This design comes from an exercise in tuning for small area and a short achievable clock period on the open sky130 flow, not from production work.
Only simulation tests tie the RTL to the original design; equivalence was not proved.
Power figures rest on the tool's default switching activity, not on a simulated workload.

==> flow/design.v (outline; a module is shown in full before it is edited, if it fits) <==
// module fdiv_mul: 817 lines
module fdiv_mul #(
   parameter int unsigned FINV_LAT = 3
) (
   input  logic        clk,
   input  logic        rst,
   input  logic        in_valid,
   input  logic [31:0] x,
   input  logic [31:0] y,
   input  logic [31:0] y_inv,
   output logic        out_valid,
   output logic [31:0] q,
   output logic        dbz
);
  // ...
==> flow/run.sh <==
#!/bin/bash
# synth_recipe.tcl (not shown) runs the flow's synth.tcl, then flattens the netlist and writes it again
# the make line also repeats each setting of config.mk as NAME=value (left out here)
make -C /OpenROAD-flow-scripts/flow DESIGN_CONFIG=/design/flow/config.mk WORK_HOME=/design/flow/orfs CLKGATE_MAP_FILE= SYNTH_SCRIPT=/design/flow/synth_recipe.tcl finish
==> flow/config.mk <==
export PLATFORM = sky130hd
export DESIGN_NAME = fdiv_mul
export DESIGN_NICKNAME = fdiv_mul
export VERILOG_FILES = /design/flow/design.v
export SDC_FILE = /design/flow/constraint.sdc
export NUM_CORES = 4
export LEC_CHECK = 0
export ABC_CLOCK_PERIOD_IN_PS = 2500
export CAP_MARGIN = 20
export CORE_MARGIN = 2
export CORE_UTILIZATION = 40
export SLEW_MARGIN = 20
==> flow/constraint.sdc <==
create_clock -name core_clock -period 9.0 [get_ports {clk}]
set_input_delay 1.8000 -clock core_clock [delete_from_list [all_inputs] [get_ports {clk}]]
set_output_delay 1.8000 -clock core_clock [all_outputs]
set_load 0.01 [all_outputs]
==> reports/qor.csv, run 1 <==
metric,value,unit
clock-net power,1.63,mW
Die Y,245.5,um
status,"complete, no violations",
Leak,11.25,nW
max layer used,met5,
Synth Warn #,1,
via count,16580,
Seq pwr share,20.0,%
synthesized cell area,23340,um2
Post-synth EDFFs,0,
non-clock buffer count,156,
Post-Synth Adder-Cell Area,27.02,%
met1 Usage GRT,27.29,%
Final Non-Filler Cells,3121,
core footprint,57700,um2
CTS root buf,clkbuf_16,
DRC errors left,0,
Pwr Density,427.3,nW/um2
Worst setup EP type,register,
RSZ-0062 raised after global routing,no,
CP Depth,7,
CP cell instances,clkinv_1 -> xnor2_1 -> fa_1 -> fa_1 -> fa_1 -> inv_1 -> fa_1,
clock network area share,5.054,%
Final Max Slew Viols,0,
Iter 0 DRT Violations,1366,
syn_nets,2731,
met2 global-route usage,31.82,%
FF-to-FF setup slack,4320,ps
"commonest non-fill, non-tap cell in the layout",dfxtp_1,
Top-Level Pins,133,
wire length on met3,6894,um
Tmin final,4680,ps
WHS,309.5,ps
==> run 2, diff against run 1 <==
--- a/flow/config.mk
+++ b/flow/config.mk
@@ -6,7 +6,7 @@
 export NUM_CORES = 4
 export LEC_CHECK = 0
-export ABC_CLOCK_PERIOD_IN_PS = 2500
 export CAP_MARGIN = 20
 export CORE_MARGIN = 2
 export CORE_UTILIZATION = 40
+export SETUP_SLACK_MARGIN = 5
 export SLEW_MARGIN = 20
==> run 2 against run 1 <==
Compared with the run above:
- cell area rose by 1.5%
- hold slack worse by 0.91 ps
- sequential power barely moved
- register-to-register slack gained 690 ps
- via count grew 0.86%
- first-iteration DRC count down 1.4%
- synthesized area did not move
- power up 5.4%
- cell count rose by 0.61%
- combinational power up 8.2%
- sequential cell count is the same
- still clean on timing, DRC and antenna
- highest routed layer unchanged
- critical path type unchanged
- critical endpoint is now q[13]
==> reports/qor.csv, run 2 <==
metric,value,unit,change
Synth Warn #,1,,unchanged
top-count cell post-synth,dfxtp_1,,unchanged
Worst Hold Class,register to register,,unchanged
final hold vios,0,,unchanged
crit start category,register,,unchanged
"commonest non-fill, non-tap cell in the layout",dfxtp_1,,unchanged
via/cell ratio,5.326,,was 5.313
largest net degree at the start of global routing,28,,was 39
"Largest delay share family, worst path",adder cells,,unchanged
Core Rows,88,,unchanged
hold buffer count at CTS,0,,unchanged
crit path buf inv count,3,,was 2
proportion of netlist area held by the largest area contributor,31.83,%,unchanged
Buffers on Ports,109,,unchanged
# nets final,2796,,was 2777
Top-Level Pins,133,,unchanged
RSZ-0062 raised after global routing,yes,,was no
Leak,11.39,nW,was 11.25 nW
syn_nets,2731,,unchanged
initial antenna violation count,1,,unchanged
status,"complete, no violations",,unchanged
Tmin final,3993,ps,was 4680 ps
Worst Setup EP,q[13],,was cs_q[60]
GRT Util Overall,21.16,%,was 20.87%
FF-to-FF setup slack,5010,ps,was 4320 ps
sequential fraction of the synthesis area,31.83,%,unchanged
global route total overflow,0,,unchanged
max FFs per register,113,,unchanged
main flop type after synthesis,dfxtp_1,,unchanged
Post-synth EDFFs,0,,unchanged
synthesis-stage register bit count,371,,unchanged
First-pass DRT Iterations,8,,was 6
maximum vdd drop,274.8,uV,was 275.4 uV
Worst Path Max Fanout,6,,was 14
Worst EP arrival,4480,ps,was 5140 ps
CTS root buf,clkbuf_16,,unchanged
Die Width,245.5,um,unchanged
CP peak stage delay,560,ps,was 1130 ps
H-Tree Depth,2,,unchanged
DRC errors left,0,,unchanged
Peak Freq,250.5,MHz,was 213.7 MHz
hpwl dp,41660,um,unchanged
clk buf depth,3,,unchanged
via count,16720,,was 16580
Clock Skew,47.66,ps,was 47.20 ps
Final Cycle Share,44.36,%,was 52.00%
CP max-delay cell,fa_1,,was clkinv_1
clock latency (worst-skew pair),590,ps,about the same
FILL cells,5478,,was 5491
WHS,308.5,ps,was 309.5 ps
Syn-to-layout area delta,15.18,%,was 13.52%
slew margin rel.,21.66,%,was 20.67%
vias in the first global route,17820,,was 17660
Pwr Density,444.1,nW/um2,was 427.3 nW/um2
Storage cell area,7441,um2,was 7432 um2
cell count after synthesis,2281,,unchanged
Iter 0 DRT Violations,1347,,was 1366
synthesized cell area,23340,um2,unchanged
CP cell instances,fa_1 -> inv_1 -> fa_1 -> inv_1 -> ha_4 -> nand2_2 -> or3_4 -> nor2_4 -> o21ai_2 -> a21oi_2 -> o211ai_2 -> buf_12 -> mux2_4 -> or2_4 -> a2111oi_4,,was clkinv_1 -> xnor2_1 -> fa_1 -> fa_1 -> fa_1 -> inv_1 -> fa_1
ant diodes,0,,unchanged
full die area,60290,um2,unchanged
Yosys cell types,79,,unchanged
Final Max Slew Viols,0,,unchanged
HP Start,dbz_q,,unchanged
first-pass GRT wire length,99490,um,was 98310 um
setup TNS,0,ps,unchanged
most frequent cells in the layout,"dfxtp_1 (360), inv_1 (331), a22oi_1 (256), fa_1 (255), xnor2_1 (252)",,"was dfxtp_1 (367), inv_1 (333), a22oi_1 (256), fa_1 (255), xnor2_1 (252)"
CTS Buf Count,39,,unchanged
initial core utilization,40.45,%,unchanged
Worst Path Required,9490,ps,was 9460 ps
Die Y,245.5,um,unchanged
"area leader, netlist",dfxtp_1,,unchanged
Multi-input gate area,14250,um2,was 14050 um2
maxcap violations,0,,unchanged
Critical Path Start,cs_q[75],,was bneg[9]
Clock transition at path regs,60,ps,about the same
R2R Path End,q[13],,was cs_q[60]
CTS tree,done,,unchanged
final antenna-violating net count,0,,unchanged
core footprint,57700,um2,unchanged
Syn Area/Cell,10.23,um2,unchanged
layout cells sized above 1,8.926,%,was 7.046%
ranking of synthesized cells by area,"dfxtp_1 (32%), fa_1 (22%), xnor2_1 (9.5%)",,unchanged
Power Total,11.94,mW,was 11.32 mW
ys async rst share,0,%,unchanged
CP Depth,15,,was 7
R2R depth,15,,was 7
Worst setup EP type,register,,unchanged
crit path kind,register to register,,unchanged
final WL,63010,um,was 62150 um
most frequent cells after synthesis,"dfxtp_1 (371), inv_1 (333), a22oi_1 (256), fa_1 (255), xnor2_1 (253)",,unchanged
RR Startpoint,cs_q[75],,was bneg[9]
DR WL/cell,20.07,um,was 19.91 um
most flop-heavy register,cs_q,,unchanged
Final GP Congestion,0.8980,,unchanged
# clock sinks,371,,unchanged
Slew @ Worst Pin,1173,ps,was 1188 ps
final setup fails,0,,unchanged
[run 2: worst min path at each step]
stage	end	depth (start not counted)
after floorplan	d1[0]	0
after global placement	d2[12]	0
after detailed placement	d1[10]	0
after CTS	dbz	0
after global routing	d1[23]	0
final	dbz	0
[run 2: timing repair]
action,CTS,global route
gates resized for setup,19,26
setup endpoints to repair,82,41
setup buffers,6,9
gates cloned,4,0
pin swaps,5,11
[run 2: where the power goes]
group,leakage [nW],internal [mW],switching [mW]
combinational,7.63,3.33,4.72
sequential,3.12,2.10,0.167
clock,0.635,0.958,0.672
[run 2: layer usage]
layer | vias to the layer above | routed length, um | global-route usage [%] | part of all wire [%]
met5 | - | 9 | 0 | 0.014
met4 | 2 | 2570 | 9.127 | 4.1
met3 | 192 | 6985 | 6.504 | 11
met2 | 893 | 27710 | 32.61 | 44
met1 | 8038 | 25730 | 27.41 | 41
li1 | 7599 | - | - | -
[run 2: metrics by stage]
step,utilization (%),area [um2],instances,worst slack [ps]
after floorplan,-,23340,2281,5266
after global placement,43.59,25150,3051,4384
after detailed placement,43.59,25150,3051,4353
after CTS,46.24,26680,3131,4978
after global routing,46.59,26880,3140,4815
final,46.59,26880,3140,5007
[run 2: final cells by class]
type | count | share of cell area, %
inverters | 338 | 4.725
repair buffers | 172 | 6.033
multi-input cells | 1424 | 53.02
clock inverters | 22 | 1.113
well taps | 765 | 3.561
flip-flops and latches | 371 | 27.68
clock buffers | 48 | 3.868
[run 2: cell families after synthesis]
kind of cell	after synthesis	share of synthesized area [%]
AOI/OAI and AO/OA	495	15.28
xor gates and xnor gates	324	12.16
adders and majority gates	351	27.02
buffers and inverters	489	7.999
DFF	371	31.83
muxes	5	0.2252
and+or+nand+nor	246	5.485
==> run 3, diff against run 2 <==
--- a/flow/config.mk
+++ b/flow/config.mk
@@ -9,4 +9,3 @@
 export CORE_MARGIN = 2
 export CORE_UTILIZATION = 40
-export SETUP_SLACK_MARGIN = 5
 export SLEW_MARGIN = 20
==> run 3 against run 2 <==
Compared with the run above:
- power fell by 5.2%
- sequential power barely moved
- highest routed layer unchanged
- routed wire length fell by 1.4%
==> reports/qor.csv, run 3 <==
metric,value,unit,change
status,"complete, no violations",,unchanged
First-pass DRT Iterations,6,,was 8
Top-Level Pins,133,,unchanged
via count,16580,,was 16720
largest net degree at the start of global routing,39,,was 28
Post-synth EDFFs,0,,unchanged
crit start category,register,,unchanged
Clock Skew,47.20,ps,was 47.66 ps
syn_nets,2731,,unchanged
ant diodes,0,,unchanged
"commonest non-fill, non-tap cell in the layout",dfxtp_1,,unchanged
Worst Path Required,9460,ps,was 9490 ps
CTS root buf,clkbuf_16,,unchanged
CTS Buf Count,39,,unchanged
cell count after synthesis,2281,,unchanged
Worst EP arrival,5140,ps,was 4480 ps
Leak,11.25,nW,was 11.39 nW
pre-CTS setup slack,4353,ps,unchanged
top-count cell post-synth,dfxtp_1,,unchanged
Synth Warn #,1,,unchanged
HP Start,dbz_q,,unchanged
CP max-delay cell,clkinv_1,,was fa_1
global route total overflow,0,,unchanged
crit path buf inv count,2,,was 3
most flop-heavy register,cs_q,,unchanged
setup TNS,0,ps,unchanged
final hold vios,0,,unchanged
max FFs per register,113,,unchanged
PnR worst setup slack,4320,ps,was 5007 ps
clk buf depth,3,,unchanged
Worst setup EP type,register,,unchanged
Peak Freq,213.7,MHz,was 250.5 MHz
core footprint,57700,um2,unchanged
FF-to-FF setup slack,4320,ps,was 5010 ps
R2R Path End,cs_q[60],,was q[13]
most frequent cells in the layout,"dfxtp_1 (367), inv_1 (333), a22oi_1 (256), fa_1 (255), xnor2_1 (252)",,"was dfxtp_1 (360), inv_1 (331), a22oi_1 (256), fa_1 (255), xnor2_1 (252)"
most frequent cells after synthesis,"dfxtp_1 (371), inv_1 (333), a22oi_1 (256), fa_1 (255), xnor2_1 (253)",,unchanged
H-Tree Depth,2,,unchanged
Final Cycle Share,52.00,%,was 44.36%
Yosys cell types,79,,unchanged
post-CTS setup buffers,0,,was 6
Iter 0 DRT Violations,1366,,was 1347
ys async rst share,0,%,unchanged
clock latency (worst-skew pair),590,ps,about the same
via/cell ratio,5.313,,was 5.326
Final GP Congestion,0.8980,,unchanged
synthesized cell area,23340,um2,unchanged
proportion of netlist area held by the largest area contributor,31.83,%,unchanged
most frequent CP cell,fa_1,,
Worst Hold Class,register to register,,unchanged
post-CTS sizing,0,,was 19
Tmin final,4680,ps,was 3993 ps
Power Total,11.32,mW,was 11.94 mW
slew margin rel.,20.67,%,was 21.66%
# clock sinks,371,,unchanged
dpl cells,3051,,unchanged
layout cells sized above 1,7.046,%,was 8.926%
Final Non-Filler Cells,3121,,was 3140
crit path kind,register to register,,unchanged
R2R depth,7,,was 15
WHS Path Cells,0,,unchanged
Final Max Slew Viols,0,,unchanged
"Largest delay share family, worst path",adder cells,,unchanged
final WL,62150,um,was 63010 um
DR WL/cell,19.91,um,was 20.07 um
first-pass GRT wire length,98310,um,was 99490 um
initial antenna violation count,1,,unchanged
CTS tree,done,,unchanged
"area leader, netlist",dfxtp_1,,unchanged
Die Width,245.5,um,unchanged
Clock transition at path regs,60,ps,about the same
Pwr Density,427.3,nW/um2,was 444.1 nW/um2
ranking of synthesized cells by area,"dfxtp_1 (32%), fa_1 (22%), xnor2_1 (9.5%)",,unchanged
RSZ-0062 raised after global routing,no,,was yes
final setup fails,0,,unchanged
Core Rows,88,,unchanged
Worst Hold Path EP,dbz,,unchanged
Die Y,245.5,um,unchanged
Syn Area/Cell,10.23,um2,unchanged
sequential fraction of the synthesis area,31.83,%,unchanged
CP peak stage delay,1130,ps,was 560 ps
RR Startpoint,bneg[9],,was cs_q[75]
Buffers on Ports,109,,unchanged
CP cell instances,clkinv_1 -> xnor2_1 -> fa_1 -> fa_1 -> fa_1 -> inv_1 -> fa_1,,was fa_1 -> inv_1 -> fa_1 -> inv_1 -> ha_4 -> nand2_2 -> or3_4 -> nor2_4 -> o21ai_2 -> a21oi_2 -> o211ai_2 -> buf_12 -> mux2_4 -> or2_4 -> a2111oi_4
full die area,60290,um2,unchanged
GRT Util Overall,20.87,%,was 21.16%
vias in the first global route,17660,,was 17820
hpwl dp,41660,um,unchanged
synthesis-stage register bit count,371,,unchanged
# nets final,2777,,was 2796
Slew @ Worst Pin,1188,ps,was 1173 ps
Worst Path Max Fanout,14,,was 6
hold buffer count at CTS,0,,unchanged
initial core utilization,40.45,%,unchanged
main flop type after synthesis,dfxtp_1,,unchanged
maxcap violations,0,,unchanged
Syn-to-layout area delta,13.52,%,was 15.18%
maximum vdd drop,275.4,uV,was 274.8 uV
final antenna-violating net count,0,,unchanged
DRC errors left,0,,unchanged
-- run 3: worst max-delay path by stage --
stage | startpoint | endpoint | slack [ps] | cells past startpoint
CTS | cs_q[51] | q[13] | 4370 | 15
detailed placement | cs_q[51] | q[13] | 4350 | 15
finish | bneg[9] | cs_q[60] | 4320 | 7
global route | cs_q[51] | q[13] | 3990 | 15
floorplan | cs_q[51] | q[22] | 5270 | 15
global placement | bneg[9] | cs_q[60] | 4380 | 7
-- run 3: logic make-up (layout without fill, tap and decap cells) --
| kind of cell | count (synthesis) | after routing | synth area share, % |
|---|---|---|---|
| AO/OA/AOI/OAI | 495 | 495 | 15.28 |
| XOR/XNOR | 324 | 324 | 12.16 |
| flip-flops | 371 | 371 | 31.83 |
| multiplexers | 5 | 5 | 0.2252 |
| buffers and inverters | 489 | 564 | 7.999 |
| AND/OR/NAND/NOR | 246 | 246 | 5.485 |
| adder cells (fa/ha/maj) | 351 | 351 | 27.02 |
-- run 3: final cells by class --
cell class / instances / area (um2)
clock inverter: 22 / 299.0
clock buffer: 48 / 1040
fill: 5491 / 31200
inverter: 338 / 1269
tap: 765 / 957.2
multi-input combinational: 1421 / 14050
sequential: 371 / 7432
timing repair buffer: 156 / 1444
-- run 3: through the flow --
step	util, %	hold WS (ps)	area, um2
2_1_floorplan	-	309.6	23340
3_3_place_gp	43.59	309.5	25150
3_5_place_dp	43.59	312.1	25150
4_1_cts	45.91	320.6	26490
5_1_grt	45.91	329.6	26490
6_report	45.91	309.5	26490
-- run 3: worst register-to-register path, cell delays in order (launching register included) --
cell and delay [ps]:
dfxtp_1 1040, clkinv_1 1140, xnor2_1 530, fa_1 480, fa_1 400, fa_1 480
inv_1 110, fa_1 410
-- run 3: power by group --
group	switching (mW)	total (mW)	internal, mW
Sequential	0.166	2.26	2.10
Combinational	4.47	7.43	2.96
Clock	0.671	1.63	0.958
-- run 3: metal layers --
layer	global-route usage, %	part of all wire [%]	vias up
li1	-	-	7552
met1	27.29	41	7979
met2	31.82	44	857
met3	6.515	11	191
met4	8.841	3.8	2
met5	0	0.014	-
==> run 4, diff against run 3 <==
==> flow/flow/run.sh (new file) <==
#!/bin/bash
set -euo pipefail
MARGIN=$(cat flow/margin.txt)
echo "export SETUP_SLACK_MARGIN = ${MARGIN}" >> config.mk
bash standard.sh > standard.log 2>&1
==> flow/flow/margin.txt (new file) <==
6.0
==> flow/standard.sh (new file) <==
#!/bin/bash
# synth_recipe.tcl (not shown) runs the flow's synth.tcl, then flattens the netlist and writes it again
# the make line also repeats each setting of config.mk as NAME=value (left out here)
make -C /OpenROAD-flow-scripts/flow DESIGN_CONFIG=/design/flow/config.mk WORK_HOME=/design/flow/orfs CLKGATE_MAP_FILE= SYNTH_SCRIPT=/design/flow/synth_recipe.tcl "${@:-finish}"
--- a/flow/config.mk
+++ b/flow/config.mk
@@ -10,2 +10,3 @@
 export CORE_UTILIZATION = 40
 export SLEW_MARGIN = 20
+export SETUP_SLACK_MARGIN = 6.0
removed: flow/run.sh
==> run 4 against run 3 <==
Compared with the run above:
- cell count up 3.8%
- die area stayed put
- clock skew down 22 ps
==> reports/qor.csv, run 4 <==
metric,value,unit,change
# nets final,2897,,was 2777
most frequent cells in the layout,"dfxtp_1 (334), inv_1 (315), xnor2_1 (230), a22oi_1 (216), fa_1 (213)",,"was dfxtp_1 (367), inv_1 (333), a22oi_1 (256), fa_1 (255), xnor2_1 (252)"
crit path kind,register to register,,unchanged
core footprint,57700,um2,unchanged
initial antenna violation count,2,,was 1
Leak,12.61,nW,was 11.25 nW
WHS Path Cells,0,,unchanged
Worst Hold Class,register to register,,unchanged
GRT Util Overall,21.98,%,was 20.87%
slew margin rel.,20.83,%,was 20.67%
# clock sinks,371,,unchanged
CP peak stage delay,540,ps,was 1130 ps
top-count cell post-synth,dfxtp_1,,unchanged
Worst Hold Path EP,q[31],,was dbz
main flop type after synthesis,dfxtp_1,,unchanged
Buffers on Ports,109,,unchanged
crit start category,register,,unchanged
clock latency (worst-skew pair),560,ps,was 590 ps
max FFs per register,113,,unchanged
largest net degree at the start of global routing,28,,was 39
maxcap violations,0,,unchanged
Final GP Congestion,0.9019,,was 0.8980
clk buf depth,3,,unchanged
Final Cycle Share,43.53,%,was 52.00%
final setup fails,0,,unchanged
Clock Skew,25.19,ps,was 47.20 ps
R2R Path End,q[4],,was cs_q[60]
RSZ-0062 raised after global routing,yes,,was no
CTS root buf,clkbuf_16,,unchanged
Worst EP arrival,4390,ps,was 5140 ps
CTS Buf Count,39,,unchanged
Syn Area/Cell,10.23,um2,unchanged
Core Rows,88,,unchanged
Yosys cell types,79,,unchanged
Worst setup EP type,register,,unchanged
Tmin final,3917,ps,was 4680 ps
FF-to-FF setup slack,5080,ps,was 4320 ps
R2R depth,17,,was 7
Final Max Slew Viols,0,,unchanged
Slew @ Worst Pin,1183,ps,was 1188 ps
Post-synth EDFFs,0,,unchanged
Worst Path Max Fanout,8,,was 14
H-Tree Depth,2,,unchanged
first-pass GRT wire length,102700,um,was 98310 um
via/cell ratio,5.521,,was 5.313
Finished Cell Area,29630,um2,was 26490 um2
Final Core Density,51.35,%,was 45.91%
maximum vdd drop,297.4,uV,was 275.4 uV
proportion of netlist area held by the largest area contributor,31.83,%,unchanged
Synth Warn #,1,,unchanged
sequential fraction of the synthesis area,31.83,%,unchanged
final hold vios,0,,unchanged
RR Startpoint,cs_q[51],,was bneg[9]
vias in the first global route,18090,,was 17660
HP Start,s_q,,was dbz_q
CTS tree,done,,unchanged
CP max-delay cell,fa_1,,was clkinv_1
most flop-heavy register,cs_q,,unchanged
Syn-to-layout area delta,26.96,%,was 13.52%
final WL,71860,um,was 62150 um
final antenna-violating net count,0,,unchanged
Die Width,245.5,um,unchanged
synthesis-stage register bit count,371,,unchanged
most frequent cells after synthesis,"dfxtp_1 (371), inv_1 (333), a22oi_1 (256), fa_1 (255), xnor2_1 (253)",,unchanged
Iter 0 DRT Violations,1733,,was 1366
Die Y,245.5,um,unchanged
Post-DP Area,25230,um2,was 25150 um2
Clock transition at path regs,60,ps,about the same
Power Total,12.52,mW,was 11.32 mW
DR WL/cell,22.18,um,was 19.91 um
hold buffer count at CTS,0,,unchanged
ys async rst share,0,%,unchanged
Peak Freq,255.3,MHz,was 213.7 MHz
"area leader, netlist",dfxtp_1,,unchanged
full die area,60290,um2,unchanged
DRC errors left,0,,unchanged
global route total overflow,0,,unchanged
via count,17890,,was 16580
synthesized cell area,23340,um2,unchanged
Pwr Density,422.7,nW/um2,was 427.3 nW/um2
"commonest non-fill, non-tap cell in the layout",dfxtp_1,,unchanged
WHS,309.4,ps,was 309.5 ps
ranking of synthesized cells by area,"dfxtp_1 (32%), fa_1 (22%), xnor2_1 (9.5%)",,unchanged
crit path buf inv count,5,,was 2
hpwl dp,41830,um,was 41660 um
initial core utilization,40.45,%,unchanged
"Largest delay share family, worst path",adder cells,,unchanged
First-pass DRT Iterations,6,,unchanged
Top-Level Pins,133,,unchanged
layout cells sized above 1,19.56,%,was 7.046%
cell count after synthesis,2281,,unchanged
syn_nets,2731,,unchanged
setup TNS,0,ps,unchanged
Worst Path Required,9480,ps,was 9460 ps
CP cell instances,fa_1 -> inv_2 -> fa_1 -> inv_2 -> ha_4 -> a21o_1 -> a211o_1 -> a21oi_4 -> buf_6 -> o21ai_4 -> nand4_1 -> o211ai_4 -> buf_12 -> mux2_4 -> or2_4 -> buf_12 -> a21oi_2,,was clkinv_1 -> xnor2_1 -> fa_1 -> fa_1 -> fa_1 -> inv_1 -> fa_1
status,"complete, no violations",,unchanged
## run 4: cell families (layout without fill, tap and decap cells)
| kind of cell | count (synthesis) | in the layout | share of synthesized area, % |
|---|---|---|---|
| AOI/OAI and AO/OA | 495 | 495 | 15.28 |
| buffers and inverters | 489 | 679 | 7.999 |
| DFF | 371 | 371 | 31.83 |
| adders and majority gates | 351 | 351 | 27.02 |
| xor gates and xnor gates | 324 | 325 | 12.16 |
| and+or+nand+nor | 246 | 248 | 5.485 |
| muxes | 5 | 5 | 0.2252 |
| other | 0 | 1 | 0 |
## run 4: metrics by stage
step	setup WS, ps	cells
final	5083	3240
after global routing	4958	3239
after CTS	5111	3177
after detailed placement	4639	3054
after global placement	4658	3054
after floorplan	5513	2281
## run 4: worst max-delay path by stage
stage	start	endpoint	slack, ps	cells past startpoint
after floorplan	cs_q[51]	q[22]	5510	15
final	cs_q[51]	q[4]	5080	17
after global placement	cs_q[51]	q[13]	4660	15
after CTS	cs_q[51]	q[4]	5110	16
after global routing	cs_q[51]	q[1]	4960	16
after detailed placement	cs_q[51]	q[13]	4640	14
## run 4: cell type report
cell class / count / area, um2
Tap cell: 765 / 957.2
Inverter: 338 / 1300
Clock buffer: 54 / 1134
Fill cell: 5106 / 28070
Sequential cell: 371 / 7556
Antenna cell: 1 / 2.502
Multi-Input combinational cell: 1424 / 14940
Timing Repair Buffer: 273 / 3556
Clock inverter: 14 / 183.9
## run 4: power breakdown
group / switching [mW] / internal [mW] / total, mW
logic: 4.99 / 3.69 / 8.68
registers: 0.153 / 2.09 / 2.25
clock network: 0.646 / 0.949 / 1.60
total: 5.78 / 6.74 / 12.5
## run 4: metal layers
| layer | up-vias | share of wire (%) | track usage, % |
|---|---|---|---|
| li1 | 7819 | - | - |
| met1 | 8587 | 39 | 28.25 |
| met2 | 1143 | 43 | 33.99 |
| met3 | 336 | 12 | 6.221 |
| met4 | 2 | 6.6 | 10.70 |
| met5 | - | 0.013 | 0 |
## run 4: what timing repair did
item,CTS,global route
setup buffers,43,40
gates resized for setup,242,206
pin swaps,32,84
setup endpoints to repair,160,57
gates cloned,12,22

==> separate check: timing with driven ports <==
Ports are ideal in the flow. The routed layouts listed here were re-timed in OpenROAD. Step 1 (the two cells are an assumption about what drives the block):
set clk [get_ports {clk}]
set_driving_cell -lib_cell sky130_fd_sc_hd__clkbuf_16 $clk
set_driving_cell -lib_cell sky130_fd_sc_hd__buf_2 [delete_from_list [all_inputs] $clk]
Step 2, shift: input delay + t, output delay - t, t = (earliest + latest rising clock arrival at the registers) / 2. This alone moves slack from input paths to output paths. a / b / c = no drivers / after step 1 / after step 2; a / b = the first two.
| run | shift t [ns] | setup WS [ns] | worst setup path at the end | worst register clock-pin slew, ns | worst data-port slew with drivers (ns) |
|---|---|---|---|---|---|
| run 1 | 0.629 | 4.320 / 4.320 / 4.320 | register to register | 0.06 / 0.06 | 0.05 |
| run 2 | 0.629 | 5.007 / 5.007 / 5.007 | register to register | 0.06 / 0.06 | 0.05 |
| run 3 | 0.629 | 4.320 / 4.320 / 4.320 | register to register | 0.06 / 0.06 | 0.05 |
| run 4 | 0.608 | 5.083 / 5.083 / 5.083 | register to register | 0.07 / 0.07 | 0.05 |
After both steps setup and hold are still met in every run listed.
